This design comes from an exercise in tuning for small area, a short achievable clock period and few clock cycles per item on the open sky130 flow, not from production work. Where RTL was checked, it was by simulation tests only, not by an equivalence proof against the original. No functional check of the RTL was part of run 1.

==> flow/design.v (outline; a module is shown in full before it is edited, if it fits) <==
// module yuv2rgb_top: 588 lines
module yuv2rgb_top #(
	parameter int img_width = 320,
	parameter int img_height = 240
) (
	input logic CLOCK_50_I,
	input logic Resetn,
	input logic start,
	input logic [15:0] read_data,
	output logic [15:0] write_data,
	output logic [17:0] address,
	output logic write_en_n,
	output logic done
);
  // ...
==> flow/run.sh <==
#!/bin/bash
# synth_recipe.tcl (not shown) runs the flow's synth.tcl, then flattens the netlist and writes it again
# the make line also repeats each setting of config.mk as NAME=value (left out here)
make -C /OpenROAD-flow-scripts/flow DESIGN_CONFIG=/design/flow/config.mk WORK_HOME=/design/flow/orfs CLKGATE_MAP_FILE= SYNTH_SCRIPT=/design/flow/synth_recipe.tcl finish
==> flow/config.mk <==
export PLATFORM = sky130hd
export DESIGN_NAME = yuv2rgb_top
export DESIGN_NICKNAME = yuv2rgb_top
export VERILOG_FILES = /design/flow/design.v
export SDC_FILE = /design/flow/constraint.sdc
export NUM_CORES = 4
export LEC_CHECK = 0
export CAP_MARGIN = 20
export CORE_MARGIN = 2
export CORE_UTILIZATION = 40
export CTS_BUF_LIST = sky130_fd_sc_hd__clkbuf_16
export CTS_CLUSTER_DIAMETER = 120
export CTS_CLUSTER_SIZE = 20
export SLEW_MARGIN = 20
==> flow/constraint.sdc <==
create_clock -name core_clock -period 11.0 [get_ports {CLOCK_50_I}]
set_input_delay 2.2000 -clock core_clock [delete_from_list [all_inputs] [get_ports {CLOCK_50_I}]]
set_output_delay 2.2000 -clock core_clock [all_outputs]
set_load 0.01 [all_outputs]
==> reports/metrics.cfg, run 1 <==
[drt]
via_per_inst=4.809
ant_nets=0

[global_routing]
grt_pass1_wl_mm=84.67
grt_util_met2=0.2700

[floorplan]
die_w_um=255.1
start_util=0.4019
core_area_um2=62740

[finish]
layout-drive-gt1-share=0.03498
final-seq-area_um2=10970

[logic_synthesis]
syn_nets=2721
ys_top_cells_by_area=dfxtp_1, edfxtp_1, fa_1
synth.distinct_cells=65
yosys_warnings=2
synthAdderAreaFrac=0.2687
syn_area_um2=25210

[sta]
setup_ws_ns=7.271
report.final.slew_viol_count=0

[outcome]
status=timing/DRC/antenna clean

[clock_tree]
cts_root_buffer=clkbuf_16

[job]
max_cap_viol_count=0

[setup_path]
cp.arrival_ns=1.53

[min_path]
whs_endpoint=cw[10][4]
min_path_cells=0

==> module yuv2rgb_top, before the edit <==
module yuv2rgb_top #(
	parameter int img_width = 320,
	parameter int img_height = 240
) (
	input logic CLOCK_50_I,
	input logic Resetn,
	input logic start,
	input logic [15:0] read_data,
	output logic [15:0] write_data,
	output logic [17:0] address,
	output logic write_en_n,
	output logic done
);
	localparam int macros_per_row = img_width / 4;
	localparam int n_pairs = img_width * img_height / 2;
	localparam logic [17:0] u_base = 18'(img_width * img_height / 2);
	localparam logic [17:0] v_base = 18'(img_width * img_height * 3 / 4);
	localparam logic [16:0] rgb_first = 17'(146944 - 131072);
	localparam logic [15:0] y_end = 16'(n_pairs / 2 + 1);
	localparam logic [17:0] u_base2 = u_base + 18'd2;
	localparam logic [17:0] v_base2 = v_base + 18'd2;
	localparam logic [6:0] col_idle = 7'(macros_per_row - 2);
	logic active;
	logic write_en;
	logic [3:0] ph;
	logic [15:0] mc;
	logic [6:0] col;
	logic wr_ok;
	logic [16:0] rgb;
	logic finish;
	logic wr_ok_n;
	logic wr_issue;
	logic [17:0] c_addr;
	logic [3:0] ph_n;
	logic at_end;
	logic ad_y, ad_y1, ad_c, ad_v, ad_flip;
	logic wd_rg, wd_sr, wd_gb;
	assign ph_n = !active ? (start ? 4'd0 : 4'd9)
		: (finish ? 4'd9 : ((ph == 4'd9) ? 4'd0 : ph + 4'd1));
	assign finish = active && (ph == 4'd6) && at_end;
	assign wr_ok_n = wr_ok || ((ph == 4'd6) && (col == 7'd0));
	assign wr_issue = active && !finish && wr_ok_n && ((ph == 4'd1) || (ph == 4'd2)
		|| (ph == 4'd4) || (ph == 4'd5) || (ph == 4'd6) || (ph == 4'd8));
	assign c_addr = ad_v ? (v_base2 + {{2{mc[15]}}, mc}) : (u_base2 + {{2{mc[15]}}, mc});
	always_ff @(posedge CLOCK_50_I or negedge Resetn) begin
		if (!Resetn) begin
			active <= 1'b0;
			ph <= 4'd9;
			done <= 1'b0;
			write_en <= 1'b0;
		end else begin
			done <= finish;
			write_en <= wr_issue;
			ph <= ph_n;
			if (!active) begin
				active <= start;
			end else if (finish) begin
				active <= 1'b0;
			end
		end
	end
	always_ff @(posedge CLOCK_50_I) begin
		at_end <= (mc == y_end);
		ad_y <= (ph_n == 4'd3) || (ph_n == 4'd7);
		ad_y1 <= (ph_n == 4'd3);
		ad_c <= (ph_n == 4'd9) || (ph_n == 4'd0);
		ad_v <= (ph_n == 4'd0);
		ad_flip <= (ph_n == 4'd1) || (ph_n == 4'd2);
		wd_rg <= (ph_n == 4'd1) || (ph_n == 4'd6);
		wd_sr <= (ph_n == 4'd4) || (ph_n == 4'd8);
		wd_gb <= (ph_n == 4'd2);
	end
	always_ff @(posedge CLOCK_50_I) begin
		if (!active || finish) begin
			mc <= 16'hfffe;
			col <= col_idle;
			wr_ok <= 1'b0;
			rgb <= rgb_first;
		end else begin
			wr_ok <= wr_ok_n;
			if (ph == 4'd3) begin
				mc <= mc + 16'd1;
			end
			if (ph == 4'd7) begin
				col <= (col == 7'(macros_per_row - 1)) ? 7'd0 : col + 7'd1;
			end
			if (wr_issue) begin
				rgb <= rgb + 17'd1;
			end
		end
		if (ad_y) begin
			address <= {1'b0, mc, ad_y1};
		end else if (ad_c) begin
			address <= c_addr;
		end else begin
			address <= {1'b1, rgb[16:1], rgb[0] ^ ad_flip};
		end
	end
	assign write_en_n = !write_en;
	logic [7:0] cw [0:11];
	logic [7:0] us, vs;
	logic n_allc, n_a, n_b;
	logic vsel;
	logic cl_l0, cl_l1, cl_r7, cl_r8, cl_r9;
	assign n_allc = (ph == 4'd9) || (ph == 4'd0) || (ph == 4'd3) || (ph == 4'd4);
	assign n_a = (ph == 4'd1) || (ph == 4'd2);
	assign n_b = (ph == 4'd5) || (ph == 4'd6);
	always_ff @(posedge CLOCK_50_I) begin
		if ((ph == 4'd2) || (ph == 4'd3) || (ph == 4'd6) || (ph == 4'd7)) begin
			for (int k = 0; k < 11; k++) begin
				cw[k] <= cw[k + 1];
			end
			case (ph)
				4'd6: cw[11] <= us;
				4'd7: cw[11] <= vs;
				default: cw[11] <= read_data[15:8];
			endcase
		end
		if (ph == 4'd2) begin
			us <= read_data[7:0];
		end
		if (ph == 4'd3) begin
			vs <= read_data[7:0];
		end
		vsel <= (ph == 4'd0) || (ph == 4'd4);
		cl_l0 <= n_allc || (n_a && (col == 7'd0));
		cl_l1 <= n_b && (col == 7'd0);
		cl_r7 <= n_b && (col == 7'(macros_per_row - 2));
		cl_r8 <= n_a && (col == 7'(macros_per_row - 1));
		cl_r9 <= n_allc || (n_b && (col == 7'(macros_per_row - 1)));
	end
	logic [7:0] e0, e1, e2, e3, e4, e5;
	logic [7:0] t0, t1, t3, t4, t5;
	logic [8:0] tap_a, tap_b, tap_c;
	logic [16:0] f_ra, f_rb, f_sum;
	logic [8:0] fir_out;
	assign e0 = cw[0];
	assign e1 = cw[2];
	assign e2 = vsel ? cw[5] : cw[4];
	assign e3 = cw[6];
	assign e4 = cw[8];
	assign e5 = cw[10];
	assign t0 = cl_l0 ? e2 : (cl_l1 ? e1 : e0);
	assign t1 = cl_l0 ? e2 : e1;
	assign t3 = cl_r9 ? e2 : e3;
	assign t4 = cl_r9 ? e2 : (cl_r8 ? e3 : e4);
	assign t5 = cl_r9 ? e2 : (cl_r8 ? e3 : (cl_r7 ? e4 : e5));
	always_ff @(posedge CLOCK_50_I) begin
		tap_a <= {1'b0, t0} + {1'b0, t5};
		tap_b <= {1'b0, t1} + {1'b0, t4};
		tap_c <= {1'b0, e2} + {1'b0, t3};
	end
	logic hf_s0, hf_c1, hf_s2, hf_c3, hf_s4, hf_c5, hf_s6, hf_c7, hf_s8, hf_c9, hf_s10, hf_c11, hf_s12, hf_c13, hf_s14, hf_c15, hf_s16, hf_c17, hf_s18, hf_c19, hf_s20, hf_c21, hf_s22, hf_c23, hf_s24, hf_c25, hf_s26, hf_c27, hf_s28, hf_c29, hf_s30, hf_c31, hf_s32, hf_c33, hf_s34, hf_c35, hf_s36, hf_c37, hf_s38, hf_c39, hf_s40, hf_c41, hf_s42, hf_c43, hf_s44, hf_c45, hf_s46, hf_c47, hf_s48, hf_c49, hf_s50, hf_c51, hf_s52, hf_c53, hf_s54, hf_c55, hf_s56, hf_c57, hf_s58, hf_c59, hf_s60, hf_c61, hf_s62, hf_c63, hf_s64, hf_c65, hf_s66, hf_c67, hf_s68, hf_c69, hf_s70, hf_c71, hf_s72, hf_c73, hf_s74, hf_c75, hf_s76, hf_c77, hf_s78, hf_c79, hf_s80, hf_c81, hf_s82, hf_c83, hf_s84, hf_c85, hf_s86, hf_c87, hf_s88, hf_c89, hf_s90, hf_c91, hf_s92, hf_c93, hf_s94, hf_c95, hf_s96, hf_c97, hf_s98, hf_c99, hf_s100, hf_c101, hf_s102, hf_c103, hf_s104, hf_c105, hf_s106, hf_c107, hf_s108, hf_c109, hf_s110, hf_c111, hf_s112, hf_c113, hf_s114, hf_c115, hf_s116, hf_c117, hf_s118, hf_c119, hf_s120, hf_c121, hf_s122, hf_c123, hf_s124, hf_c125, hf_s126, hf_c127, hf_s128, hf_c129, hf_s130, hf_c131, hf_s132, hf_c133, hf_s134, hf_c135, hf_s136, hf_c137, hf_s138, hf_c139, hf_s140, hf_c141, hf_s142, hf_c143;
	assign {hf_c1, hf_s0} = {1'b0, tap_a[7]} + {1'b0, tap_a[5]};
	assign {hf_c3, hf_s2} = {1'b0, tap_a[8]} + {1'b0, tap_a[6]};
	assign {hf_c5, hf_s4} = {1'b0, tap_a[5]} + {1'b0, tap_a[3]};
	assign {hf_c7, hf_s6} = {1'b0, tap_a[6]} + {1'b0, tap_a[4]} + {1'b0, tap_a[2]};
	assign {hf_c9, hf_s8} = {1'b0, ~tap_b[4]} + {1'b0, tap_b[2]} + {1'b0, ~tap_b[0]};
	assign {hf_c11, hf_s10} = {1'b0, tap_a[3]} + {1'b0, ~tap_b[5]} + {1'b0, tap_b[3]};
	assign {hf_c13, hf_s12} = {1'b0, ~tap_b[1]} + {1'b0, ~tap_c[7]} + {1'b0, tap_c[2]};
	assign hf_s14 = ~tap_c[0];
	assign hf_c15 = tap_c[0];
	assign {hf_c17, hf_s16} = {1'b0, tap_a[4]} + {1'b0, ~tap_b[6]} + {1'b0, tap_b[4]};
	assign {hf_c19, hf_s18} = {1'b0, ~tap_b[2]} + {1'b0, ~tap_c[8]} + {1'b0, tap_c[3]};
	assign {hf_c21, hf_s20} = {1'b0, tap_c[1]} + {1'b0, hf_c1} + {1'b0, hf_s2};
	assign {hf_c23, hf_s22} = {1'b0, tap_a[7]} + {1'b0, tap_a[5]} + {1'b0, ~tap_b[7]};
	assign {hf_c25, hf_s24} = {1'b0, tap_b[5]} + {1'b0, ~tap_b[3]} + {1'b0, tap_c[4]};
	assign hf_s26 = ~(tap_c[2] ^ hf_c3);
	assign hf_c27 = tap_c[2] | hf_c3;
	assign {hf_c29, hf_s28} = {1'b0, tap_a[8]} + {1'b0, tap_a[6]} + {1'b0, ~tap_b[8]};
	assign {hf_c31, hf_s30} = {1'b0, tap_b[6]} + {1'b0, ~tap_b[4]} + {1'b0, tap_c[5]};
	assign hf_s32 = ~tap_c[3];
	assign hf_c33 = tap_c[3];
	assign {hf_c35, hf_s34} = {1'b0, tap_a[7]} + {1'b0, tap_b[7]} + {1'b0, ~tap_b[5]};
	assign {hf_c37, hf_s36} = {1'b0, tap_a[8]} + {1'b0, tap_b[8]};
	assign {hf_c39, hf_s38} = {1'b0, tap_a[2]} + {1'b0, tap_a[0]};
	assign {hf_c41, hf_s40} = {1'b0, tap_a[3]} + {1'b0, tap_a[1]};
	assign {hf_c43, hf_s42} = {1'b0, tap_a[4]} + {1'b0, tap_a[2]} + {1'b0, tap_a[0]};
	assign {hf_c45, hf_s44} = {1'b0, ~tap_b[2]} + {1'b0, tap_b[0]};
	assign {hf_c47, hf_s46} = {1'b0, tap_a[1]} + {1'b0, ~tap_b[3]} + {1'b0, tap_b[1]};
	assign {hf_c49, hf_s48} = {1'b0, ~tap_c[5]} + {1'b0, tap_c[0]} + {1'b0, hf_s4};
	assign hf_s50 = ~(~tap_c[6] ^ tap_c[1]);
	assign hf_c51 = ~tap_c[6] | tap_c[1];
	assign {hf_c53, hf_s52} = {1'b0, hf_c5} + {1'b0, hf_s6} + {1'b0, hf_s8};
	assign {hf_c55, hf_s54} = {1'b0, hf_s14} + {1'b0, hf_s0} + {1'b0, hf_c7};
	assign {hf_c57, hf_s56} = {1'b0, hf_c9} + {1'b0, hf_s10} + {1'b0, hf_s12};
	assign {hf_c59, hf_s58} = {1'b0, hf_c15} + {1'b0, hf_c11} + {1'b0, hf_c13};
	assign {hf_c61, hf_s60} = {1'b0, hf_s16} + {1'b0, hf_s18} + {1'b0, hf_s20};
	assign {hf_c63, hf_s62} = {1'b0, hf_c17} + {1'b0, hf_c19} + {1'b0, hf_s22};
	assign {hf_c65, hf_s64} = {1'b0, hf_s24} + {1'b0, hf_c21} + {1'b0, hf_s26};
	assign {hf_c67, hf_s66} = {1'b0, hf_s32} + {1'b0, hf_c23} + {1'b0, hf_c25};
	assign {hf_c69, hf_s68} = {1'b0, hf_s28} + {1'b0, hf_s30} + {1'b0, hf_c27};
	assign {hf_c71, hf_s70} = {1'b0, tap_c[6]} + {1'b0, tap_c[4]} + {1'b0, hf_c33};
	assign {hf_c73, hf_s72} = {1'b0, hf_c29} + {1'b0, hf_c31} + {1'b0, hf_s34};
	assign {hf_c75, hf_s74} = {1'b0, ~tap_b[6]} + {1'b0, tap_c[7]} + {1'b0, tap_c[5]};
	assign hf_s76 = ~(hf_s36 ^ hf_c35);
	assign hf_c77 = hf_s36 | hf_c35;
	assign {hf_c79, hf_s78} = {1'b0, ~tap_b[7]} + {1'b0, tap_c[8]} + {1'b0, tap_c[6]};
	assign hf_s80 = ~hf_c37;
	assign hf_c81 = hf_c37;
	assign {hf_c83, hf_s82} = {1'b0, ~tap_b[8]} + {1'b0, tap_c[7]};
	assign {hf_c85, hf_s84} = {1'b0, ~tap_b[0]} + {1'b0, ~tap_c[2]};
	assign {hf_c87, hf_s86} = {1'b0, ~tap_b[1]} + {1'b0, ~tap_c[3]} + {1'b0, hf_c39};
	assign {hf_c89, hf_s88} = {1'b0, ~tap_c[4]} + {1'b0, hf_c41} + {1'b0, hf_s44};
	assign {hf_c91, hf_s90} = {1'b0, hf_c45} + {1'b0, hf_c43} + {1'b0, hf_s46};
	assign {hf_c93, hf_s92} = {1'b0, hf_c47} + {1'b0, hf_s50} + {1'b0, hf_c49};
	assign {hf_c95, hf_s94} = {1'b0, hf_c51} + {1'b0, hf_c53} + {1'b0, hf_s54};
	assign {hf_c97, hf_s96} = {1'b0, hf_c55} + {1'b0, hf_c57} + {1'b0, hf_s58};
	assign {hf_c99, hf_s98} = {1'b0, hf_c59} + {1'b0, hf_s62} + {1'b0, hf_c61};
	assign {hf_c101, hf_s100} = {1'b0, hf_c63} + {1'b0, hf_s66} + {1'b0, hf_c65};
	assign {hf_c103, hf_s102} = {1'b0, hf_s70} + {1'b0, hf_c67} + {1'b0, hf_s72};
	assign {hf_c105, hf_s104} = {1'b0, hf_s74} + {1'b0, hf_c71} + {1'b0, hf_c73};
	assign {hf_c107, hf_s106} = {1'b0, hf_c75} + {1'b0, hf_s78} + {1'b0, hf_s80};
	assign hf_s108 = ~(hf_s82 ^ hf_c79);
	assign hf_c109 = hf_s82 | hf_c79;
	assign hf_s110 = ~tap_c[8];
	assign hf_c111 = tap_c[8];
	assign {hf_c113, hf_s112} = {1'b0, tap_a[0]} + {1'b0, ~tap_c[0]};
	assign {hf_c115, hf_s114} = {1'b0, tap_a[1]} + {1'b0, ~tap_c[1]};
	assign hf_s116 = ~(hf_s84 ^ hf_s38);
	assign hf_c117 = hf_s84 | hf_s38;
	assign {hf_c119, hf_s118} = {1'b0, hf_c85} + {1'b0, hf_s40} + {1'b0, hf_s86};
	assign {hf_c121, hf_s120} = {1'b0, hf_s42} + {1'b0, hf_c87} + {1'b0, hf_s88};
	assign {hf_c123, hf_s122} = {1'b0, hf_c89} + {1'b0, hf_s48} + {1'b0, hf_s90};
	assign {hf_c125, hf_s124} = {1'b0, hf_c91} + {1'b0, hf_s52} + {1'b0, hf_s92};
	assign {hf_c127, hf_s126} = {1'b0, hf_s56} + {1'b0, hf_c93} + {1'b0, hf_s94};
	assign {hf_c129, hf_s128} = {1'b0, hf_s60} + {1'b0, hf_c95} + {1'b0, hf_s96};
	assign {hf_c131, hf_s130} = {1'b0, hf_s64} + {1'b0, hf_c97} + {1'b0, hf_s98};
	assign {hf_c133, hf_s132} = {1'b0, hf_s68} + {1'b0, hf_c99} + {1'b0, hf_s100};
	assign {hf_c135, hf_s134} = {1'b0, hf_c69} + {1'b0, hf_s102} + {1'b0, hf_c101};
	assign {hf_c137, hf_s136} = {1'b0, hf_s76} + {1'b0, hf_c103} + {1'b0, hf_s104};
	assign {hf_c139, hf_s138} = {1'b0, hf_c77} + {1'b0, hf_s106} + {1'b0, hf_c105};
	assign {hf_c141, hf_s140} = {1'b0, hf_c81} + {1'b0, hf_s108} + {1'b0, hf_c107};
	assign {hf_c143, hf_s142} = {1'b0, hf_s110} + {1'b0, hf_c83} + {1'b0, hf_c109};
	assign f_ra = {hf_c143, hf_c141, hf_c139, hf_c137, hf_c135, hf_c133, hf_c131, hf_c129, hf_c127, hf_c125, hf_c123, hf_c121, hf_c119, hf_c117, hf_c115, hf_c113, hf_s112};
	assign f_rb = {hf_c111, hf_s142, hf_s140, hf_s138, hf_s136, hf_s134, hf_s132, hf_s130, hf_s128, hf_s126, hf_s124, hf_s122, hf_s120, hf_s118, hf_s116, hf_s114, 1'b1};
	logic [8:0] f_lo;
	logic [8:0] fh_a, fh_b;
	logic fh_c;
	assign f_lo = {1'b0, f_ra[7:0]} + {1'b0, f_rb[7:0]};
	always_ff @(posedge CLOCK_50_I) begin
		fh_a <= f_ra[16:8];
		fh_b <= f_rb[16:8];
		fh_c <= f_lo[8];
	end
	assign f_sum = {fh_a, fh_c, 7'd0} + {fh_b, fh_c, 7'd0};
	assign fir_out = f_sum[16:8];
	logic [15:0] yreg;
	logic [7:0] l_in;
	logic [22:0] l_ra, l_rb;
	logic [22:0] l_reg;
	logic [8:0] pu_p, pu_n, pv_p, pv_n;
	logic [26:0] sr_ra, sr_rb, sg_ra, sg_rb, sb_ra, sb_rb;
	logic [16:0] lo_b;
	logic [12:0] lo_r, lo_g;
	logic [10:0] mb_a, mb_b;
	logic [14:0] mr_a, mr_b, mg_a, mg_b;
	logic mr_c, mg_c, mb_c;
	logic [11:0] hb;
	logic [15:0] hr, hg;
	logic [7:0] pix_r, pix_g, pix_b;
	logic [7:0] save_b;
	logic [15:0] save_gb;
	function automatic logic [7:0] clip8(input logic [10:0] s);
		if (s[10]) begin
			clip8 = 8'd0;
		end else if (s[9:8] != 2'd0) begin
			clip8 = 8'd255;
		end else begin
			clip8 = s[7:0];
		end
	endfunction
	assign l_in = yreg[15:8];
	logic hl_s0, hl_c1, hl_s2, hl_c3, hl_s4, hl_c5, hl_s6, hl_c7, hl_s8, hl_c9, hl_s10, hl_c11, hl_s12, hl_c13, hl_s14, hl_c15, hl_s16, hl_c17, hl_s18, hl_c19, hl_s20, hl_c21;
	assign {hl_c1, hl_s0} = {1'b0, l_in[0]} + {1'b0, l_in[3]};
	assign {hl_c3, hl_s2} = {1'b0, l_in[1]} + {1'b0, l_in[4]};
	assign {hl_c5, hl_s4} = {1'b0, l_in[2]} + {1'b0, l_in[5]};
	assign {hl_c7, hl_s6} = {1'b0, l_in[0]} + {1'b0, l_in[2]};
	assign {hl_c9, hl_s8} = {1'b0, l_in[1]} + {1'b0, l_in[3]} + {1'b0, l_in[5]};
	assign {hl_c11, hl_s10} = {1'b0, l_in[2]} + {1'b0, l_in[4]} + {1'b0, l_in[6]};
	assign {hl_c13, hl_s12} = {1'b0, l_in[5]} + {1'b0, l_in[7]} + {1'b0, hl_s0};
	assign {hl_c15, hl_s14} = {1'b0, l_in[6]} + {1'b0, hl_c1} + {1'b0, hl_s2};
	assign {hl_c17, hl_s16} = {1'b0, l_in[7]} + {1'b0, hl_c3} + {1'b0, hl_s4};
	assign {hl_c19, hl_s18} = {1'b0, l_in[3]} + {1'b0, l_in[6]} + {1'b0, hl_c5};
	assign {hl_c21, hl_s20} = {1'b0, l_in[4]} + {1'b0, l_in[7]};
	assign l_ra = {1'b0, l_in[7], l_in[6], hl_c21, hl_c19, hl_c17, hl_c15, hl_c13, hl_c11, hl_c9, hl_c7, hl_s6, l_in[1], l_in[0], l_in[1], l_in[0], ~l_in[6], ~l_in[5], ~l_in[4], ~l_in[3], ~l_in[2], ~l_in[1], ~l_in[0]};
	assign l_rb = {1'b0, 1'b0, 1'b0, l_in[5], hl_s20, hl_s18, hl_s16, hl_s14, hl_s12, hl_s10, hl_s8, l_in[4], l_in[3], l_in[2], 1'b0, ~l_in[7], 1'b0, 1'b0, 1'b0, 1'b0, 1'b0, 1'b0, 1'b0};
	logic hr_s0, hr_c1, hr_s2, hr_c3, hr_s4, hr_c5, hr_s6, hr_c7, hr_s8, hr_c9, hr_s10, hr_c11, hr_s12, hr_c13, hr_s14, hr_c15, hr_s16, hr_c17, hr_s18, hr_c19, hr_s20, hr_c21, hr_s22, hr_c23, hr_s24, hr_c25, hr_s26, hr_c27, hr_s28, hr_c29, hr_s30, hr_c31, hr_s32, hr_c33, hr_s34, hr_c35, hr_s36, hr_c37, hr_s38, hr_c39, hr_s40, hr_c41, hr_s42, hr_c43, hr_s44, hr_c45, hr_s46, hr_c47, hr_s48, hr_c49, hr_s50, hr_c51, hr_s52, hr_c53, hr_s54, hr_c55, hr_s56, hr_c57, hr_s58, hr_c59, hr_s60, hr_c61, hr_s62, hr_c63, hr_s64, hr_c65, hr_s66, hr_c67, hr_s68, hr_c69, hr_s70, hr_c71, hr_s72, hr_c73, hr_s74, hr_c75, hr_s76, hr_c77, hr_s78, hr_c79, hr_s80, hr_c81, hr_s82, hr_c83, hr_s84, hr_c85, hr_s86, hr_c87, hr_s88, hr_c89, hr_s90, hr_c91, hr_s92, hr_c93, hr_s94, hr_c95, hr_s96, hr_c97, hr_s98, hr_c99, hr_s100, hr_c101, hr_s102, hr_c103, hr_s104, hr_c105, hr_s106, hr_c107, hr_s108, hr_c109, hr_s110, hr_c111, hr_s112, hr_c113, hr_s114, hr_c115, hr_s116, hr_c117, hr_s118, hr_c119, hr_s120, hr_c121, hr_s122, hr_c123, hr_s124, hr_c125, hr_s126, hr_c127, hr_s128, hr_c129, hr_s130, hr_c131, hr_s132, hr_c133, hr_s134, hr_c135, hr_s136, hr_c137, hr_s138, hr_c139;
	assign {hr_c1, hr_s0} = {1'b0, l_reg[4]} + {1'b0, pv_n[6]};
	assign {hr_c3, hr_s2} = {1'b0, l_reg[5]} + {1'b0, pv_n[7]} + {1'b0, pv_p[5]};
	assign {hr_c5, hr_s4} = {1'b0, l_reg[6]} + {1'b0, pv_p[8]} + {1'b0, pv_p[6]};
	assign {hr_c7, hr_s6} = {1'b0, pv_p[4]} + {1'b0, pv_p[1]};
	assign {hr_c9, hr_s8} = {1'b0, l_reg[7]} + {1'b0, pv_p[7]} + {1'b0, pv_p[5]};
	assign hr_s10 = pv_n[2];
	assign hr_c11 = pv_p[2];
	assign {hr_c13, hr_s12} = {1'b0, l_reg[8]} + {1'b0, pv_n[8]} + {1'b0, pv_p[6]};
	assign hr_s14 = pv_n[3];
	assign hr_c15 = pv_p[3];
	assign {hr_c17, hr_s16} = {1'b0, l_reg[9]} + {1'b0, pv_p[7]} + {1'b0, pv_p[4]};
	assign hr_s18 = ~pv_n[0];
	assign hr_c19 = pv_n[0];
	assign {hr_c21, hr_s20} = {1'b0, l_reg[10]} + {1'b0, pv_n[8]} + {1'b0, pv_p[5]};
	assign {hr_c23, hr_s22} = {1'b0, l_reg[11]} + {1'b0, pv_p[6]};
	assign {hr_c25, hr_s24} = {1'b0, l_reg[12]} + {1'b0, pv_p[7]} + {1'b0, pv_n[3]};
	assign {hr_c27, hr_s26} = {1'b0, l_reg[13]} + {1'b0, pv_n[8]} + {1'b0, pv_n[4]};
	assign {hr_c29, hr_s28} = {1'b0, l_reg[14]} + {1'b0, pv_n[5]} + {1'b0, pv_p[3]};
	assign {hr_c31, hr_s30} = {1'b0, l_reg[15]} + {1'b0, pv_n[6]} + {1'b0, pv_p[4]};
	assign {hr_c33, hr_s32} = {1'b0, l_reg[16]} + {1'b0, pv_n[7]} + {1'b0, pv_p[5]};
	assign {hr_c35, hr_s34} = {1'b0, pv_n[3]} + {1'b0, pv_p[1]};
	assign {hr_c37, hr_s36} = {1'b0, l_reg[17]} + {1'b0, pv_p[8]} + {1'b0, pv_p[6]};
	assign {hr_c39, hr_s38} = {1'b0, pv_n[4]} + {1'b0, pv_p[2]};
	assign {hr_c41, hr_s40} = {1'b0, l_reg[18]} + {1'b0, pv_p[7]} + {1'b0, pv_n[5]};
	assign {hr_c43, hr_s42} = {1'b0, l_reg[19]} + {1'b0, pv_n[8]};
	assign {hr_c45, hr_s44} = {1'b0, l_reg[20]} + {1'b0, pv_n[7]};
	assign {hr_c47, hr_s46} = {1'b0, l_reg[0]} + {1'b0, pv_n[2]};
	assign {hr_c49, hr_s48} = {1'b0, l_reg[1]} + {1'b0, pv_n[3]};
	assign {hr_c51, hr_s50} = {1'b0, l_reg[2]} + {1'b0, pv_n[4]} + {1'b0, pv_p[2]};
	assign {hr_c53, hr_s52} = {1'b0, l_reg[3]} + {1'b0, pv_n[5]} + {1'b0, pv_p[3]};
	assign hr_s54 = ~(pv_p[4] ^ pv_p[2]);
	assign hr_c55 = pv_p[4] | pv_p[2];
	assign {hr_c57, hr_s56} = {1'b0, pv_p[3]} + {1'b0, pv_p[0]} + {1'b0, hr_c1};
	assign hr_s58 = ~(hr_s6 ^ hr_c3);
	assign hr_c59 = hr_s6 | hr_c3;
	assign {hr_c61, hr_s60} = {1'b0, hr_c7} + {1'b0, hr_s10} + {1'b0, hr_c5};
	assign {hr_c63, hr_s62} = {1'b0, hr_c11} + {1'b0, hr_s14} + {1'b0, hr_c9};
	assign {hr_c65, hr_s64} = {1'b0, hr_c15} + {1'b0, hr_s18} + {1'b0, hr_c13};
	assign {hr_c67, hr_s66} = {1'b0, pv_n[1]} + {1'b0, hr_c19} + {1'b0, hr_c17};
	assign {hr_c69, hr_s68} = {1'b0, pv_n[2]} + {1'b0, pv_p[0]} + {1'b0, hr_s22};
	assign hr_s70 = ~(pv_p[1] ^ hr_c23);
	assign hr_c71 = pv_p[1] | hr_c23;
	assign {hr_c73, hr_s72} = {1'b0, pv_p[2]} + {1'b0, pv_n[0]} + {1'b0, hr_c25};
	assign hr_s74 = ~(pv_n[1] ^ hr_c27);
	assign hr_c75 = pv_n[1] | hr_c27;
	assign {hr_c77, hr_s76} = {1'b0, pv_n[2]} + {1'b0, pv_p[0]} + {1'b0, hr_c29};
	assign hr_s78 = ~(hr_s34 ^ hr_c31);
	assign hr_c79 = hr_s34 | hr_c31;
	assign {hr_c81, hr_s80} = {1'b0, hr_c35} + {1'b0, hr_s38} + {1'b0, hr_c33};
	assign {hr_c83, hr_s82} = {1'b0, pv_p[3]} + {1'b0, hr_c39} + {1'b0, hr_c37};
	assign {hr_c85, hr_s84} = {1'b0, pv_n[6]} + {1'b0, pv_p[4]} + {1'b0, hr_s42};
	assign hr_s86 = ~(pv_p[5] ^ hr_c43);
	assign hr_c87 = pv_p[5] | hr_c43;
	assign {hr_c89, hr_s88} = {1'b0, l_reg[21]} + {1'b0, pv_p[8]} + {1'b0, pv_p[6]};
	assign {hr_c91, hr_s90} = {1'b0, l_reg[22]} + {1'b0, pv_p[7]};
	assign hr_s92 = pv_n[0];
	assign hr_c93 = pv_p[0];
	assign {hr_c95, hr_s94} = {1'b0, pv_p[1]} + {1'b0, hr_c47} + {1'b0, hr_s48};
	assign {hr_c97, hr_s96} = {1'b0, pv_p[0]} + {1'b0, hr_c49} + {1'b0, hr_s50};
	assign {hr_c99, hr_s98} = {1'b0, pv_p[1]} + {1'b0, hr_c51} + {1'b0, hr_s52};
	assign {hr_c101, hr_s100} = {1'b0, hr_s0} + {1'b0, hr_c53} + {1'b0, hr_s54};
	assign {hr_c103, hr_s102} = {1'b0, hr_c55} + {1'b0, hr_s2} + {1'b0, hr_s56};
	assign {hr_c105, hr_s104} = {1'b0, hr_s4} + {1'b0, hr_c57} + {1'b0, hr_s58};
	assign {hr_c107, hr_s106} = {1'b0, hr_s8} + {1'b0, hr_c59} + {1'b0, hr_s60};
	assign {hr_c109, hr_s108} = {1'b0, hr_s12} + {1'b0, hr_c61} + {1'b0, hr_s62};
	assign {hr_c111, hr_s110} = {1'b0, hr_s16} + {1'b0, hr_c63} + {1'b0, hr_s64};
	assign {hr_c113, hr_s112} = {1'b0, hr_s20} + {1'b0, hr_c65} + {1'b0, hr_s66};
	assign {hr_c115, hr_s114} = {1'b0, hr_c21} + {1'b0, hr_s68} + {1'b0, hr_c67};
	assign {hr_c117, hr_s116} = {1'b0, hr_s24} + {1'b0, hr_c69} + {1'b0, hr_s70};
	assign {hr_c119, hr_s118} = {1'b0, hr_s26} + {1'b0, hr_c71} + {1'b0, hr_s72};
	assign {hr_c121, hr_s120} = {1'b0, hr_s28} + {1'b0, hr_c73} + {1'b0, hr_s74};
	assign {hr_c123, hr_s122} = {1'b0, hr_s30} + {1'b0, hr_c75} + {1'b0, hr_s76};
	assign {hr_c125, hr_s124} = {1'b0, hr_s32} + {1'b0, hr_c77} + {1'b0, hr_s78};
	assign {hr_c127, hr_s126} = {1'b0, hr_s36} + {1'b0, hr_c79} + {1'b0, hr_s80};
	assign {hr_c129, hr_s128} = {1'b0, hr_s40} + {1'b0, hr_c81} + {1'b0, hr_s82};
	assign {hr_c131, hr_s130} = {1'b0, hr_c41} + {1'b0, hr_s84} + {1'b0, hr_c83};
	assign {hr_c133, hr_s132} = {1'b0, hr_s44} + {1'b0, hr_c85} + {1'b0, hr_s86};
	assign {hr_c135, hr_s134} = {1'b0, hr_c45} + {1'b0, hr_s88} + {1'b0, hr_c87};
	assign hr_s136 = ~(hr_s90 ^ hr_c89);
	assign hr_c137 = hr_s90 | hr_c89;
	assign {hr_c139, hr_s138} = {1'b0, pv_n[8]} + {1'b0, hr_c91};
	assign sr_ra = {hr_c139, hr_c137, hr_c135, hr_c133, hr_c131, hr_c129, hr_c127, hr_c125, hr_c123, hr_c121, hr_c119, hr_c117, hr_c115, hr_c113, hr_c111, hr_c109, hr_c107, hr_c105, hr_c103, hr_c101, hr_c99, hr_c97, hr_c95, hr_c93, hr_s92, pv_n[1], pv_n[0]};
	assign sr_rb = {1'b1, hr_s138, hr_s136, hr_s134, hr_s132, hr_s130, hr_s128, hr_s126, hr_s124, hr_s122, hr_s120, hr_s118, hr_s116, hr_s114, hr_s112, hr_s110, hr_s108, hr_s106, hr_s104, hr_s102, hr_s100, hr_s98, hr_s96, hr_s94, hr_s46, 1'b0, 1'b1};
	logic hg_s0, hg_c1, hg_s2, hg_c3, hg_s4, hg_c5, hg_s6, hg_c7, hg_s8, hg_c9, hg_s10, hg_c11, hg_s12, hg_c13, hg_s14, hg_c15, hg_s16, hg_c17, hg_s18, hg_c19, hg_s20, hg_c21, hg_s22, hg_c23, hg_s24, hg_c25, hg_s26, hg_c27, hg_s28, hg_c29, hg_s30, hg_c31, hg_s32, hg_c33, hg_s34, hg_c35, hg_s36, hg_c37, hg_s38, hg_c39, hg_s40, hg_c41, hg_s42, hg_c43, hg_s44, hg_c45, hg_s46, hg_c47, hg_s48, hg_c49, hg_s50, hg_c51, hg_s52, hg_c53, hg_s54, hg_c55, hg_s56, hg_c57, hg_s58, hg_c59, hg_s60, hg_c61, hg_s62, hg_c63, hg_s64, hg_c65, hg_s66, hg_c67, hg_s68, hg_c69, hg_s70, hg_c71, hg_s72, hg_c73, hg_s74, hg_c75, hg_s76, hg_c77, hg_s78, hg_c79, hg_s80, hg_c81, hg_s82, hg_c83, hg_s84, hg_c85, hg_s86, hg_c87, hg_s88, hg_c89, hg_s90, hg_c91, hg_s92, hg_c93, hg_s94, hg_c95, hg_s96, hg_c97, hg_s98, hg_c99, hg_s100, hg_c101, hg_s102, hg_c103, hg_s104, hg_c105, hg_s106, hg_c107, hg_s108, hg_c109, hg_s110, hg_c111, hg_s112, hg_c113, hg_s114, hg_c115, hg_s116, hg_c117, hg_s118, hg_c119, hg_s120, hg_c121, hg_s122, hg_c123, hg_s124, hg_c125, hg_s126, hg_c127, hg_s128, hg_c129, hg_s130, hg_c131, hg_s132, hg_c133, hg_s134, hg_c135, hg_s136, hg_c137, hg_s138, hg_c139, hg_s140, hg_c141, hg_s142, hg_c143, hg_s144, hg_c145, hg_s146, hg_c147, hg_s148, hg_c149, hg_s150, hg_c151, hg_s152, hg_c153, hg_s154, hg_c155, hg_s156, hg_c157, hg_s158, hg_c159, hg_s160, hg_c161, hg_s162, hg_c163, hg_s164, hg_c165, hg_s166, hg_c167, hg_s168, hg_c169, hg_s170, hg_c171, hg_s172, hg_c173, hg_s174, hg_c175, hg_s176, hg_c177, hg_s178, hg_c179;
	assign {hg_c1, hg_s0} = {1'b0, l_reg[11]} + {1'b0, pu_p[8]};
	assign {hg_c3, hg_s2} = {1'b0, l_reg[13]} + {1'b0, pu_n[5]};
	assign {hg_c5, hg_s4} = {1'b0, l_reg[14]} + {1'b0, pu_n[6]} + {1'b0, pu_p[3]};
	assign {hg_c7, hg_s6} = {1'b0, l_reg[15]} + {1'b0, pu_n[7]} + {1'b0, pu_p[4]};
	assign {hg_c9, hg_s8} = {1'b0, pu_n[2]} + {1'b0, pv_n[5]};
	assign {hg_c11, hg_s10} = {1'b0, l_reg[16]} + {1'b0, pu_p[8]} + {1'b0, pu_p[5]};
	assign {hg_c13, hg_s12} = {1'b0, pu_n[3]} + {1'b0, pv_n[6]};
	assign {hg_c15, hg_s14} = {1'b0, l_reg[17]} + {1'b0, pu_p[6]} + {1'b0, pu_n[4]};
	assign {hg_c17, hg_s16} = {1'b0, pv_n[7]} + {1'b0, pv_p[5]};
	assign {hg_c19, hg_s18} = {1'b0, l_reg[18]} + {1'b0, pu_p[7]} + {1'b0, pu_n[5]};
	assign {hg_c21, hg_s20} = {1'b0, pv_p[8]} + {1'b0, pv_p[6]};
	assign {hg_c23, hg_s22} = {1'b0, l_reg[19]} + {1'b0, pu_n[8]} + {1'b0, pu_n[6]};
	assign {hg_c25, hg_s24} = {1'b0, l_reg[3]} + {1'b0, pu_p[2]};
	assign {hg_c27, hg_s26} = {1'b0, l_reg[4]} + {1'b0, pu_p[3]} + {1'b0, pu_n[1]};
	assign {hg_c29, hg_s28} = {1'b0, l_reg[5]} + {1'b0, pu_p[4]} + {1'b0, pu_n[2]};
	assign {hg_c31, hg_s30} = {1'b0, pv_n[7]} + {1'b0, pv_n[2]};
	assign {hg_c33, hg_s32} = {1'b0, l_reg[6]} + {1'b0, pu_p[5]} + {1'b0, pu_n[3]};
	assign hg_s34 = ~(pv_p[8] ^ pv_n[3]);
	assign hg_c35 = pv_p[8] | pv_n[3];
	assign {hg_c37, hg_s36} = {1'b0, l_reg[7]} + {1'b0, pu_p[6]} + {1'b0, pu_n[4]};
	assign hg_s38 = ~pv_n[4];
	assign hg_c39 = pv_n[4];
	assign {hg_c41, hg_s40} = {1'b0, l_reg[8]} + {1'b0, pu_p[7]} + {1'b0, pu_n[5]};
	assign hg_s42 = ~(pu_n[0] ^ pv_n[5]);
	assign hg_c43 = pu_n[0] | pv_n[5];
	assign {hg_c45, hg_s44} = {1'b0, l_reg[9]} + {1'b0, pu_n[8]} + {1'b0, pu_n[6]};
	assign {hg_c47, hg_s46} = {1'b0, pu_n[1]} + {1'b0, pv_n[6]};
	assign {hg_c49, hg_s48} = {1'b0, l_reg[10]} + {1'b0, pu_n[7]} + {1'b0, pu_n[2]};
	assign {hg_c51, hg_s50} = {1'b0, pv_n[7]} + {1'b0, pv_n[0]};
	assign {hg_c53, hg_s52} = {1'b0, pu_n[3]} + {1'b0, pu_p[0]} + {1'b0, pv_p[8]};
	assign hg_s54 = ~(pv_n[1] ^ hg_s0);
	assign hg_c55 = pv_n[1] | hg_s0;
	assign {hg_c57, hg_s56} = {1'b0, l_reg[12]} + {1'b0, pu_n[4]} + {1'b0, pu_p[1]};
	assign {hg_c59, hg_s58} = {1'b0, pv_n[2]} + {1'b0, pv_p[0]} + {1'b0, hg_c1};
	assign {hg_c61, hg_s60} = {1'b0, pu_p[2]} + {1'b0, pu_n[0]} + {1'b0, pv_n[3]};
	assign hg_s62 = ~(pv_p[1] ^ hg_s2);
	assign hg_c63 = pv_p[1] | hg_s2;
	assign {hg_c65, hg_s64} = {1'b0, pu_n[1]} + {1'b0, pv_n[4]} + {1'b0, pv_p[2]};
	assign {hg_c67, hg_s66} = {1'b0, pv_n[0]} + {1'b0, hg_c3} + {1'b0, hg_s4};
	assign hg_s68 = ~(pv_p[3] ^ pv_n[1]);
	assign hg_c69 = pv_p[3] | pv_n[1];
	assign {hg_c71, hg_s70} = {1'b0, hg_s8} + {1'b0, hg_c5} + {1'b0, hg_s6};
	assign {hg_c73, hg_s72} = {1'b0, pv_p[4]} + {1'b0, pv_n[2]} + {1'b0, hg_c9};
	assign {hg_c75, hg_s74} = {1'b0, hg_s12} + {1'b0, hg_c7} + {1'b0, hg_s10};
	assign hg_s76 = ~(pv_n[3] ^ hg_c13);
	assign hg_c77 = pv_n[3] | hg_c13;
	assign {hg_c79, hg_s78} = {1'b0, hg_s16} + {1'b0, hg_c11} + {1'b0, hg_s14};
	assign hg_s80 = ~(pv_n[4] ^ hg_c17);
	assign hg_c81 = pv_n[4] | hg_c17;
	assign {hg_c83, hg_s82} = {1'b0, hg_s20} + {1'b0, hg_c15} + {1'b0, hg_s18};
	assign hg_s84 = ~(pv_p[7] ^ pv_n[5]);
	assign hg_c85 = pv_p[7] | pv_n[5];
	assign {hg_c87, hg_s86} = {1'b0, hg_c21} + {1'b0, hg_c19} + {1'b0, hg_s22};
	assign {hg_c89, hg_s88} = {1'b0, l_reg[20]} + {1'b0, pu_n[7]} + {1'b0, pv_n[8]};
	assign hg_s90 = ~(pv_n[6] ^ hg_c23);
	assign hg_c91 = pv_n[6] | hg_c23;
	assign {hg_c93, hg_s92} = {1'b0, l_reg[21]} + {1'b0, pu_p[8]} + {1'b0, pv_n[7]};
	assign {hg_c95, hg_s94} = {1'b0, pu_n[0]} + {1'b0, pv_n[5]};
	assign {hg_c97, hg_s96} = {1'b0, pv_n[6]} + {1'b0, pv_n[1]} + {1'b0, hg_c25};
	assign hg_s98 = ~(hg_s30 ^ hg_c27);
	assign hg_c99 = hg_s30 | hg_c27;
	assign {hg_c101, hg_s100} = {1'b0, hg_c31} + {1'b0, hg_c29} + {1'b0, hg_s32};
	assign {hg_c103, hg_s102} = {1'b0, hg_s38} + {1'b0, hg_c33} + {1'b0, hg_c35};
	assign {hg_c105, hg_s104} = {1'b0, hg_c39} + {1'b0, hg_c37} + {1'b0, hg_s40};
	assign {hg_c107, hg_s106} = {1'b0, hg_s46} + {1'b0, hg_c41} + {1'b0, hg_c43};
	assign {hg_c109, hg_s108} = {1'b0, hg_c47} + {1'b0, hg_s50} + {1'b0, hg_c45};
	assign {hg_c111, hg_s110} = {1'b0, hg_c51} + {1'b0, hg_c49} + {1'b0, hg_s52};
	assign {hg_c113, hg_s112} = {1'b0, hg_c53} + {1'b0, hg_s56} + {1'b0, hg_c55};
	assign {hg_c115, hg_s114} = {1'b0, hg_c57} + {1'b0, hg_s60} + {1'b0, hg_c59};
	assign {hg_c117, hg_s116} = {1'b0, hg_c61} + {1'b0, hg_s64} + {1'b0, hg_c63};
	assign {hg_c119, hg_s118} = {1'b0, hg_c65} + {1'b0, hg_s68} + {1'b0, hg_c67};
	assign {hg_c121, hg_s120} = {1'b0, hg_c69} + {1'b0, hg_s72} + {1'b0, hg_c71};
	assign {hg_c123, hg_s122} = {1'b0, hg_c73} + {1'b0, hg_s76} + {1'b0, hg_c75};
	assign {hg_c125, hg_s124} = {1'b0, hg_c77} + {1'b0, hg_s80} + {1'b0, hg_c79};
	assign {hg_c127, hg_s126} = {1'b0, hg_s84} + {1'b0, hg_c81} + {1'b0, hg_c83};
	assign {hg_c129, hg_s128} = {1'b0, hg_c85} + {1'b0, hg_s88} + {1'b0, hg_c87};
	assign hg_s130 = ~(hg_c89 ^ hg_s92);
	assign hg_c131 = hg_c89 | hg_s92;
	assign hg_s132 = ~(l_reg[22] ^ pv_p[8]);
	assign hg_c133 = l_reg[22] | pv_p[8];
	assign {hg_c135, hg_s134} = {1'b0, l_reg[0]} + {1'b0, pv_n[2]};
	assign {hg_c137, hg_s136} = {1'b0, l_reg[1]} + {1'b0, pu_p[0]} + {1'b0, pv_n[3]};
	assign {hg_c139, hg_s138} = {1'b0, l_reg[2]} + {1'b0, pu_p[1]} + {1'b0, pv_n[4]};
	assign {hg_c141, hg_s140} = {1'b0, pv_n[0]} + {1'b0, hg_s94} + {1'b0, hg_s24};
	assign {hg_c143, hg_s142} = {1'b0, hg_c95} + {1'b0, hg_s26} + {1'b0, hg_s96};
	assign {hg_c145, hg_s144} = {1'b0, hg_s28} + {1'b0, hg_c97} + {1'b0, hg_s98};
	assign {hg_c147, hg_s146} = {1'b0, hg_s34} + {1'b0, hg_c99} + {1'b0, hg_s100};
	assign {hg_c149, hg_s148} = {1'b0, hg_s36} + {1'b0, hg_c101} + {1'b0, hg_s102};
	assign {hg_c151, hg_s150} = {1'b0, hg_s42} + {1'b0, hg_c103} + {1'b0, hg_s104};
	assign {hg_c153, hg_s152} = {1'b0, hg_s44} + {1'b0, hg_c105} + {1'b0, hg_s106};
	assign {hg_c155, hg_s154} = {1'b0, hg_s48} + {1'b0, hg_c107} + {1'b0, hg_s108};
	assign {hg_c157, hg_s156} = {1'b0, hg_s54} + {1'b0, hg_c109} + {1'b0, hg_s110};
	assign {hg_c159, hg_s158} = {1'b0, hg_s58} + {1'b0, hg_c111} + {1'b0, hg_s112};
	assign {hg_c161, hg_s160} = {1'b0, hg_s62} + {1'b0, hg_c113} + {1'b0, hg_s114};
	assign {hg_c163, hg_s162} = {1'b0, hg_s66} + {1'b0, hg_c115} + {1'b0, hg_s116};
	assign {hg_c165, hg_s164} = {1'b0, hg_s70} + {1'b0, hg_c117} + {1'b0, hg_s118};
	assign {hg_c167, hg_s166} = {1'b0, hg_s74} + {1'b0, hg_c119} + {1'b0, hg_s120};
	assign {hg_c169, hg_s168} = {1'b0, hg_s78} + {1'b0, hg_c121} + {1'b0, hg_s122};
	assign {hg_c171, hg_s170} = {1'b0, hg_s82} + {1'b0, hg_c123} + {1'b0, hg_s124};
	assign {hg_c173, hg_s172} = {1'b0, hg_s86} + {1'b0, hg_c125} + {1'b0, hg_s126};
	assign {hg_c175, hg_s174} = {1'b0, hg_s90} + {1'b0, hg_c127} + {1'b0, hg_s128};
	assign {hg_c177, hg_s176} = {1'b0, hg_s130} + {1'b0, hg_c91} + {1'b0, hg_c129};
	assign {hg_c179, hg_s178} = {1'b0, hg_s132} + {1'b0, hg_c93} + {1'b0, hg_c131};
	assign sg_ra = {1'b1, hg_c179, hg_c177, hg_c175, hg_c173, hg_c171, hg_c169, hg_c167, hg_c165, hg_c163, hg_c161, hg_c159, hg_c157, hg_c155, hg_c153, hg_c151, hg_c149, hg_c147, hg_c145, hg_c143, hg_c141, hg_c139, hg_c137, hg_c135, hg_s134, pv_n[1], pv_n[0]};
	assign sg_rb = {1'b0, hg_c133, hg_s178, hg_s176, hg_s174, hg_s172, hg_s170, hg_s168, hg_s166, hg_s164, hg_s162, hg_s160, hg_s158, hg_s156, hg_s154, hg_s152, hg_s150, hg_s148, hg_s146, hg_s144, hg_s142, hg_s140, hg_s138, hg_s136, 1'b1, 1'b0, 1'b1};
	logic hb_s0, hb_c1, hb_s2, hb_c3, hb_s4, hb_c5, hb_s6, hb_c7, hb_s8, hb_c9, hb_s10, hb_c11, hb_s12, hb_c13, hb_s14, hb_c15, hb_s16, hb_c17, hb_s18, hb_c19, hb_s20, hb_c21, hb_s22, hb_c23, hb_s24, hb_c25, hb_s26, hb_c27, hb_s28, hb_c29, hb_s30, hb_c31, hb_s32, hb_c33, hb_s34, hb_c35, hb_s36, hb_c37, hb_s38, hb_c39, hb_s40, hb_c41, hb_s42, hb_c43, hb_s44, hb_c45, hb_s46, hb_c47, hb_s48, hb_c49, hb_s50, hb_c51, hb_s52, hb_c53, hb_s54, hb_c55, hb_s56, hb_c57, hb_s58, hb_c59, hb_s60, hb_c61, hb_s62, hb_c63, hb_s64, hb_c65, hb_s66, hb_c67, hb_s68, hb_c69, hb_s70, hb_c71, hb_s72, hb_c73, hb_s74, hb_c75, hb_s76, hb_c77, hb_s78, hb_c79, hb_s80, hb_c81, hb_s82, hb_c83, hb_s84, hb_c85, hb_s86, hb_c87, hb_s88, hb_c89, hb_s90, hb_c91, hb_s92, hb_c93;
	assign {hb_c1, hb_s0} = {1'b0, l_reg[4]} + {1'b0, pu_n[6]};
	assign {hb_c3, hb_s2} = {1'b0, l_reg[5]} + {1'b0, pu_n[7]} + {1'b0, pu_n[5]};
	assign {hb_c5, hb_s4} = {1'b0, l_reg[6]} + {1'b0, pu_p[8]} + {1'b0, pu_n[6]};
	assign {hb_c7, hb_s6} = {1'b0, pu_p[3]} + {1'b0, pu_p[1]};
	assign {hb_c9, hb_s8} = {1'b0, l_reg[7]} + {1'b0, pu_n[7]} + {1'b0, pu_p[4]};
	assign hb_s10 = pu_n[2];
	assign hb_c11 = pu_p[2];
	assign {hb_c13, hb_s12} = {1'b0, l_reg[8]} + {1'b0, pu_p[8]} + {1'b0, pu_p[5]};
	assign hb_s14 = ~(pu_p[3] ^ pu_p[0]);
	assign hb_c15 = pu_p[3] | pu_p[0];
	assign {hb_c17, hb_s16} = {1'b0, l_reg[9]} + {1'b0, pu_p[6]} + {1'b0, pu_p[4]};
	assign {hb_c19, hb_s18} = {1'b0, l_reg[10]} + {1'b0, pu_p[7]} + {1'b0, pu_p[5]};
	assign {hb_c21, hb_s20} = {1'b0, l_reg[11]} + {1'b0, pu_n[8]} + {1'b0, pu_p[6]};
	assign {hb_c23, hb_s22} = {1'b0, l_reg[1]} + {1'b0, pu_n[3]};
	assign {hb_c25, hb_s24} = {1'b0, l_reg[2]} + {1'b0, pu_n[4]};
	assign {hb_c27, hb_s26} = {1'b0, l_reg[3]} + {1'b0, pu_n[5]} + {1'b0, pu_n[3]};
	assign hb_s28 = ~(pu_n[4] ^ pu_p[1]);
	assign hb_c29 = pu_n[4] | pu_p[1];
	assign {hb_c31, hb_s30} = {1'b0, pu_p[2]} + {1'b0, pu_p[0]} + {1'b0, hb_c1};
	assign hb_s32 = ~(hb_s6 ^ hb_c3);
	assign hb_c33 = hb_s6 | hb_c3;
	assign {hb_c35, hb_s34} = {1'b0, hb_c7} + {1'b0, hb_s10} + {1'b0, hb_c5};
	assign {hb_c37, hb_s36} = {1'b0, hb_c11} + {1'b0, hb_c9} + {1'b0, hb_s12};
	assign {hb_c39, hb_s38} = {1'b0, pu_p[1]} + {1'b0, hb_c13} + {1'b0, hb_c15};
	assign hb_s40 = ~(pu_p[2] ^ hb_c17);
	assign hb_c41 = pu_p[2] | hb_c17;
	assign hb_s42 = ~(pu_p[3] ^ hb_c19);
	assign hb_c43 = pu_p[3] | hb_c19;
	assign {hb_c45, hb_s44} = {1'b0, l_reg[12]} + {1'b0, pu_p[7]} + {1'b0, pu_p[4]};
	assign {hb_c47, hb_s46} = {1'b0, l_reg[13]} + {1'b0, pu_n[8]} + {1'b0, pu_p[5]};
	assign {hb_c49, hb_s48} = {1'b0, l_reg[0]} + {1'b0, pu_n[2]};
	assign hb_s50 = ~(pu_n[1] ^ hb_s22);
	assign hb_c51 = pu_n[1] | hb_s22;
	assign {hb_c53, hb_s52} = {1'b0, pu_n[2]} + {1'b0, hb_c23} + {1'b0, hb_s24};
	assign {hb_c55, hb_s54} = {1'b0, pu_p[0]} + {1'b0, hb_c25} + {1'b0, hb_s26};
	assign {hb_c57, hb_s56} = {1'b0, hb_s0} + {1'b0, hb_c27} + {1'b0, hb_s28};
	assign {hb_c59, hb_s58} = {1'b0, hb_c29} + {1'b0, hb_s2} + {1'b0, hb_s30};
	assign {hb_c61, hb_s60} = {1'b0, hb_s4} + {1'b0, hb_c31} + {1'b0, hb_s32};
	assign {hb_c63, hb_s62} = {1'b0, hb_s8} + {1'b0, hb_c33} + {1'b0, hb_s34};
	assign {hb_c65, hb_s64} = {1'b0, hb_s14} + {1'b0, hb_c35} + {1'b0, hb_s36};
	assign {hb_c67, hb_s66} = {1'b0, hb_s16} + {1'b0, hb_c37} + {1'b0, hb_s38};
	assign {hb_c69, hb_s68} = {1'b0, hb_s18} + {1'b0, hb_c39} + {1'b0, hb_s40};
	assign {hb_c71, hb_s70} = {1'b0, hb_s20} + {1'b0, hb_c41} + {1'b0, hb_s42};
	assign {hb_c73, hb_s72} = {1'b0, hb_s44} + {1'b0, hb_c21} + {1'b0, hb_c43};
	assign hb_s74 = ~(hb_c45 ^ hb_s46);
	assign hb_c75 = hb_c45 | hb_s46;
	assign {hb_c77, hb_s76} = {1'b0, l_reg[14]} + {1'b0, pu_p[6]} + {1'b0, hb_c47};
	assign {hb_c79, hb_s78} = {1'b0, l_reg[15]} + {1'b0, pu_p[7]} + {1'b0, pu_p[0]};
	assign {hb_c81, hb_s80} = {1'b0, l_reg[16]} + {1'b0, pu_n[8]} + {1'b0, pu_p[1]};
	assign hb_s82 = ~(l_reg[17] ^ pu_p[2]);
	assign hb_c83 = l_reg[17] | pu_p[2];
	assign {hb_c85, hb_s84} = {1'b0, l_reg[18]} + {1'b0, pu_p[3]};
	assign hb_s86 = ~(l_reg[19] ^ pu_p[4]);
	assign hb_c87 = l_reg[19] | pu_p[4];
	assign hb_s88 = ~(l_reg[20] ^ pu_p[5]);
	assign hb_c89 = l_reg[20] | pu_p[5];
	assign hb_s90 = ~(l_reg[21] ^ pu_p[6]);
	assign hb_c91 = l_reg[21] | pu_p[6];
	assign hb_s92 = ~(l_reg[22] ^ pu_p[7]);
	assign hb_c93 = l_reg[22] | pu_p[7];
	assign sb_ra = {1'b1, hb_c93, hb_c91, hb_c89, hb_c87, hb_c85, hb_c83, hb_c81, hb_c79, hb_c77, hb_c75, hb_c73, hb_c71, hb_c69, hb_c67, hb_c65, hb_c63, hb_c61, hb_c59, hb_c57, hb_c55, hb_c53, hb_c51, hb_c49, hb_s48, pu_n[1], pu_n[0]};
	assign sb_rb = {1'b0, pu_n[8], hb_s92, hb_s90, hb_s88, hb_s86, hb_s84, hb_s82, hb_s80, hb_s78, hb_s76, hb_s74, hb_s72, hb_s70, hb_s68, hb_s66, hb_s64, hb_s62, hb_s60, hb_s58, hb_s56, hb_s54, hb_s52, hb_s50, pu_n[0], 1'b0, 1'b1};
	assign lo_r = {1'b0, sr_ra[11:0]} + {1'b0, sr_rb[11:0]};
	assign lo_g = {1'b0, sg_ra[11:0]} + {1'b0, sg_rb[11:0]};
	assign lo_b = {1'b0, sb_ra[15:0]} + {1'b0, sb_rb[15:0]};
	assign hr = {mr_a, 1'b1} + {mr_b, mr_c};
	assign hg = {mg_a, 1'b1} + {mg_b, mg_c};
	assign hb = {mb_a, 1'b1} + {mb_b, mb_c};
	always_ff @(posedge CLOCK_50_I) begin
		if ((ph == 4'd6) || (ph == 4'd0)) begin
			yreg <= read_data;
		end else if ((ph == 4'd4) || (ph == 4'd8)) begin
			yreg[15:8] <= yreg[7:0];
		end
		l_reg <= l_ra + l_rb;
		pv_p <= fir_out;
		pv_n <= ~fir_out;
		pu_p <= pv_p;
		pu_n <= pv_n;
		mr_a <= sr_ra[26:12];
		mr_b <= sr_rb[26:12];
		mr_c <= lo_r[12];
		mg_a <= sg_ra[26:12];
		mg_b <= sg_rb[26:12];
		mg_c <= lo_g[12];
		mb_a <= sb_ra[26:16];
		mb_b <= sb_rb[26:16];
		mb_c <= lo_b[16];
		if ((ph == 4'd5) || (ph == 4'd7) || (ph == 4'd9) || (ph == 4'd1)) begin
			pix_r <= clip8(hr[15:5]);
			pix_g <= clip8(hg[15:5]);
			pix_b <= clip8(hb[11:1]);
		end
		if ((ph == 4'd7) || (ph == 4'd1)) begin
			save_b <= pix_b;
		end
		if (ph == 4'd9) begin
			save_gb <= {pix_g, pix_b};
		end
		if (wd_gb) begin
			write_data <= save_gb;
		end else if (wd_rg) begin
			write_data <= {pix_r, pix_g};
		end else if (wd_sr) begin
			write_data <= {save_b, pix_r};
		end else begin
			write_data <= {pix_g, pix_b};
		end
	end
endmodule
==> run 2: changes to the inputs <==
--- a/flow/design.v
+++ b/flow/design.v
@@ -59,28 +59,40 @@
 			end
 		end
 	end
+	always_ff @(posedge CLOCK_50_I or negedge Resetn) begin
+		if (!Resetn) begin
+			ad_y <= 1'b0;
+			ad_y1 <= 1'b0;
+			ad_c <= 1'b1;
+			ad_v <= 1'b0;
+			ad_flip <= 1'b0;
+			mc <= 16'hfffe;
+		end else begin
+			ad_y <= (ph_n == 4'd3) || (ph_n == 4'd7);
+			ad_y1 <= (ph_n == 4'd3);
+			ad_c <= (ph_n == 4'd9) || (ph_n == 4'd0);
+			ad_v <= (ph_n == 4'd0);
+			ad_flip <= (ph_n == 4'd1) || (ph_n == 4'd2);
+			if (!active || finish) begin
+				mc <= 16'hfffe;
+			end else if (ph == 4'd3) begin
+				mc <= mc + 16'd1;
+			end
+		end
+	end
 	always_ff @(posedge CLOCK_50_I) begin
 		at_end <= (mc == y_end);
-		ad_y <= (ph_n == 4'd3) || (ph_n == 4'd7);
-		ad_y1 <= (ph_n == 4'd3);
-		ad_c <= (ph_n == 4'd9) || (ph_n == 4'd0);
-		ad_v <= (ph_n == 4'd0);
-		ad_flip <= (ph_n == 4'd1) || (ph_n == 4'd2);
 		wd_rg <= (ph_n == 4'd1) || (ph_n == 4'd6);
 		wd_sr <= (ph_n == 4'd4) || (ph_n == 4'd8);
 		wd_gb <= (ph_n == 4'd2);
 	end
 	always_ff @(posedge CLOCK_50_I) begin
 		if (!active || finish) begin
-			mc <= 16'hfffe;
 			col <= col_idle;
 			wr_ok <= 1'b0;
 			rgb <= rgb_first;
 		end else begin
 			wr_ok <= wr_ok_n;
-			if (ph == 4'd3) begin
-				mc <= mc + 16'd1;
-			end
 			if (ph == 4'd7) begin
 				col <= (col == 7'(macros_per_row - 1)) ? 7'd0 : col + 7'd1;
 			end
@@ -251,13 +263,10 @@
 	logic [22:0] l_reg;
 	logic [8:0] pu_p, pu_n, pv_p, pv_n;
 	logic [26:0] sr_ra, sr_rb, sg_ra, sg_rb, sb_ra, sb_rb;
-	logic [16:0] lo_b;
-	logic [12:0] lo_r, lo_g;
-	logic [10:0] mb_a, mb_b;
-	logic [14:0] mr_a, mr_b, mg_a, mg_b;
+	logic [12:0] lo_r, lo_g, lo_b;
+	logic [14:0] mr_a, mr_b, mg_a, mg_b, mb_a, mb_b;
 	logic mr_c, mg_c, mb_c;
-	logic [11:0] hb;
-	logic [15:0] hr, hg;
+	logic [15:0] hr, hg, hb;
 	logic [7:0] pix_r, pix_g, pix_b;
 	logic [7:0] save_b;
 	logic [15:0] save_gb;
@@ -540,7 +549,7 @@
 	assign sb_rb = {1'b0, pu_n[8], hb_s92, hb_s90, hb_s88, hb_s86, hb_s84, hb_s82, hb_s80, hb_s78, hb_s76, hb_s74, hb_s72, hb_s70, hb_s68, hb_s66, hb_s64, hb_s62, hb_s60, hb_s58, hb_s56, hb_s54, hb_s52, hb_s50, pu_n[0], 1'b0, 1'b1};
 	assign lo_r = {1'b0, sr_ra[11:0]} + {1'b0, sr_rb[11:0]};
 	assign lo_g = {1'b0, sg_ra[11:0]} + {1'b0, sg_rb[11:0]};
-	assign lo_b = {1'b0, sb_ra[15:0]} + {1'b0, sb_rb[15:0]};
+	assign lo_b = {1'b0, sb_ra[11:0]} + {1'b0, sb_rb[11:0]};
 	assign hr = {mr_a, 1'b1} + {mr_b, mr_c};
 	assign hg = {mg_a, 1'b1} + {mg_b, mg_c};
 	assign hb = {mb_a, 1'b1} + {mb_b, mb_c};
@@ -561,13 +570,13 @@
 		mg_a <= sg_ra[26:12];
 		mg_b <= sg_rb[26:12];
 		mg_c <= lo_g[12];
-		mb_a <= sb_ra[26:16];
-		mb_b <= sb_rb[26:16];
-		mb_c <= lo_b[16];
+		mb_a <= sb_ra[26:12];
+		mb_b <= sb_rb[26:12];
+		mb_c <= lo_b[12];
 		if ((ph == 4'd5) || (ph == 4'd7) || (ph == 4'd9) || (ph == 4'd1)) begin
 			pix_r <= clip8(hr[15:5]);
 			pix_g <= clip8(hg[15:5]);
-			pix_b <= clip8(hb[11:1]);
+			pix_b <= clip8(hb[15:5]);
 		end
 		if ((ph == 4'd7) || (ph == 4'd1)) begin
 			save_b <= pix_b;
==> flow/flow/run.sh (new file) <==
#!/bin/bash
# Standard layout, with the port buffers made from buf_2 cells instead of the
# default choice (a delay buffer): smaller, and faster to the outputs.
set -e
export BUFFER_PORTS_ARGS="-buffer_cell sky130_fd_sc_hd__buf_2"
bash standard.sh > standard.log 2>&1
==> flow/standard.sh (new file) <==
#!/bin/bash
# synth_recipe.tcl (not shown) runs the flow's synth.tcl, then flattens the netlist and writes it again
# the make line also repeats each setting of config.mk as NAME=value (left out here)
make -C /OpenROAD-flow-scripts/flow DESIGN_CONFIG=/design/flow/config.mk WORK_HOME=/design/flow/orfs CLKGATE_MAP_FILE= SYNTH_SCRIPT=/design/flow/synth_recipe.tcl "${@:-finish}"
removed: flow/run.sh
==> reports/metrics.cfg, run 2 <==
[outcome]
status=timing/DRC/antenna clean

[logic_synthesis]
synthAdderAreaFrac=0.2646  ; -0.004129
synth-compound-area-share=0.09033
ys_seq_area_frac=0.4408
ys_top_cells_by_area=edfxtp_1, dfxtp_1, fa_1
syn_nets=2735  ; +0.51%
syn_area_um2=25530  ; +1.3%
yosys.area.top_type=edfxtp_1
ys.flop_type=dfxtp_1
synth_top_family_by_area=adder cells
synth.distinct_cells=70  ; +7.7%
yosysTopAreaCellShare=0.2070
syn_inst=2298
yosys_warnings=2  ; unchanged
yosys.area_share.simple=0.07700
ys_top_cells_by_count=inv_1, dfxtp_1, ha_1

[sta]
max_freq_mhz=296.9
setup_ws_ns=7.631  ; +0.3603 ns
rsz0062_at_grt=no
report.final.slew_viol_count=0  ; unchanged
tightest_slew_ns=0.9827
finClkSkew_ns=0.02580

[clock_tree]
insertion_delay_ns=0.60
clock-sinks=466
clk_path_buf_depth=3
cts_resized=0
numCtsBuffers=27
post-cts-setup-buffer-count=0
htreeDepth=1
cts_root_buffer=clkbuf_16
clk_pin_slew_ns=0.09
cts_tree=done
postCtsHoldBufs=0

[finish]
largest_reg_flops=96
layout-drive-gt1-share=0.05678  ; +0.02180
areaGrowthSynthToFinish_pct=7.808
mostFrequentLayoutCells=inv_1, dfxtp_1, ha_1
fin_cells=3206
mostFrequentLayoutCell=inv_1

[global_routing]
grt_usage=0.1710
antenna_found_initial=0
grt_pass1_vias=16453
grt_pass1_wl_mm=89.70  ; +5.9%
grt_max_degree=97

[setup_path]
path_cells=inv_1 -> buf_2
cp_max_fo=1
end_kind=output pin
cp.arrival_ns=1.17  ; -0.36 ns
slowest_stage=dfrtp_1
reg2reg_to=mg_c
r2r_cells=11
r2r-start=pu_p[4]

[floorplan]
start_util=0.4047  ; +0.002838
die_area_um2=65860
die_h_um=256.6
core_area_um2=63080  ; +0.55%
num_io_pins=55
die_w_um=256.6  ; +0.62%

[drt]
vias=15581
wl_mm=54.65
via_per_inst=4.860  ; +1.1%
routedWlPerCell_um=17.04
ant_nets=0  ; unchanged
drt_first_pass_iters=5

[min_path]
whs_endpoint=fh_b[8]
min_path_cells=0  ; unchanged

[place]
place_ws_ns=7.722
dpl.cell_count=3158

[job]
max_cap_viol_count=0  ; unchanged

-- run 2: cell types whose count changed in the layout (fill, tap and decap cells not counted), moves of 10 or more --
cell and delta:
nand2_1 +39, nor2_1 -16, nor2b_1 -12, mux2i_1 +10
nor3_1 +15, mux2_2 -10, dfxtp_1 -12, buf_2 +54
clkdlybuf4s50_1 -54, inv_1 -13, dfstp_2 +16
-- run 2: area by class of cell --
type                            instances  area (um^2)
Fill cell                            5959        35560
Multi-Input combinational cell       1357        12490
Sequential cell                       466        11250
Inverter                              424         1592
Tap cell                              846         1059
Clock buffer                           27        675.6
Timing Repair Buffer                   65        356.6
Clock inverter                         21        93.84
-- run 2: metrics by stage --
stage	area (um^2)	hold slack [ns]
6_report	27520	0.4177
5_1_grt	27520	0.4287
4_1_cts	27520	0.4201
3_5_place_dp	26750	0.4045
3_3_place_gp	26750	0.4013
2_1_floorplan	25530	0.3640
-- run 2: cells by family after synthesis --
| group | count (synthesis) |
|---|---|
| muxes | 58 |
| buffers and inverters | 475 |
| AOI/OAI and AO/OA | 375 |
| adders and majority gates | 418 |
| and+or+nand+nor | 407 |
| xor gates and xnor gates | 99 |
| DFF | 466 |
-- run 2: worst max-delay path, delay by kind of cell (launching register included) --
family	cells	cell delay, ns
buf+inv	2	0.18
flops	1	0.39
-- run 2: per-layer routing --
layer / GRT usage / up-vias / wire length (um)
met3: 0.01799 / 73 / 1962
met1: 0.2347 / 7610 / 25250
met5: 0 / - / 0
li1: - / 7642 / -
met2: 0.2888 / 256 / 25990
met4: 0.04490 / 0 / 1448
-- run 2: worst max-delay path by stage --
stage,start,endpoint,slack (ns),cells past startpoint
after floorplan,ph[3],rgb[5],4.32,7
after global placement,pu_p[5],mg_c,7.75,11
after detailed placement,start,ad_flip,7.72,5
after CTS,write_en,write_en_n,7.59,2
after global routing,cl_r8,tap_b[7],7.41,10
final,write_en,write_en_n,7.63,2
Testbench counts of run 2, summed over its fixed seeds: cycles 1,152,168, frames 6.

afterwards: timing with drivers on the ports:
How much do the figures lean on ideal ports? The routed layouts below were timed once more, with nothing changed but the port constraints.
Step 1 assumes that a clkbuf_16 drives the clock port and a buf_2 every other input.
Step 2 moves the port delays by t, midway between the first and last clock arrival at a register: inputs arrive t later, outputs are due t later. That takes back most of the time a late clock gives input paths.
Three values: ideal ports, drivers, drivers and shift; two values: the first two.
run | shift t [ns] | setup WS [ns] | hold WS [ns]
run 1 | 0.645 | 7.271 / 7.213 / 7.403 | 0.420 / 0.420 / 0.420
run 2 | 0.643 | 7.631 / 7.574 / 7.717 | 0.418 / 0.418 / 0.418
After both steps every run listed still meets setup and hold.
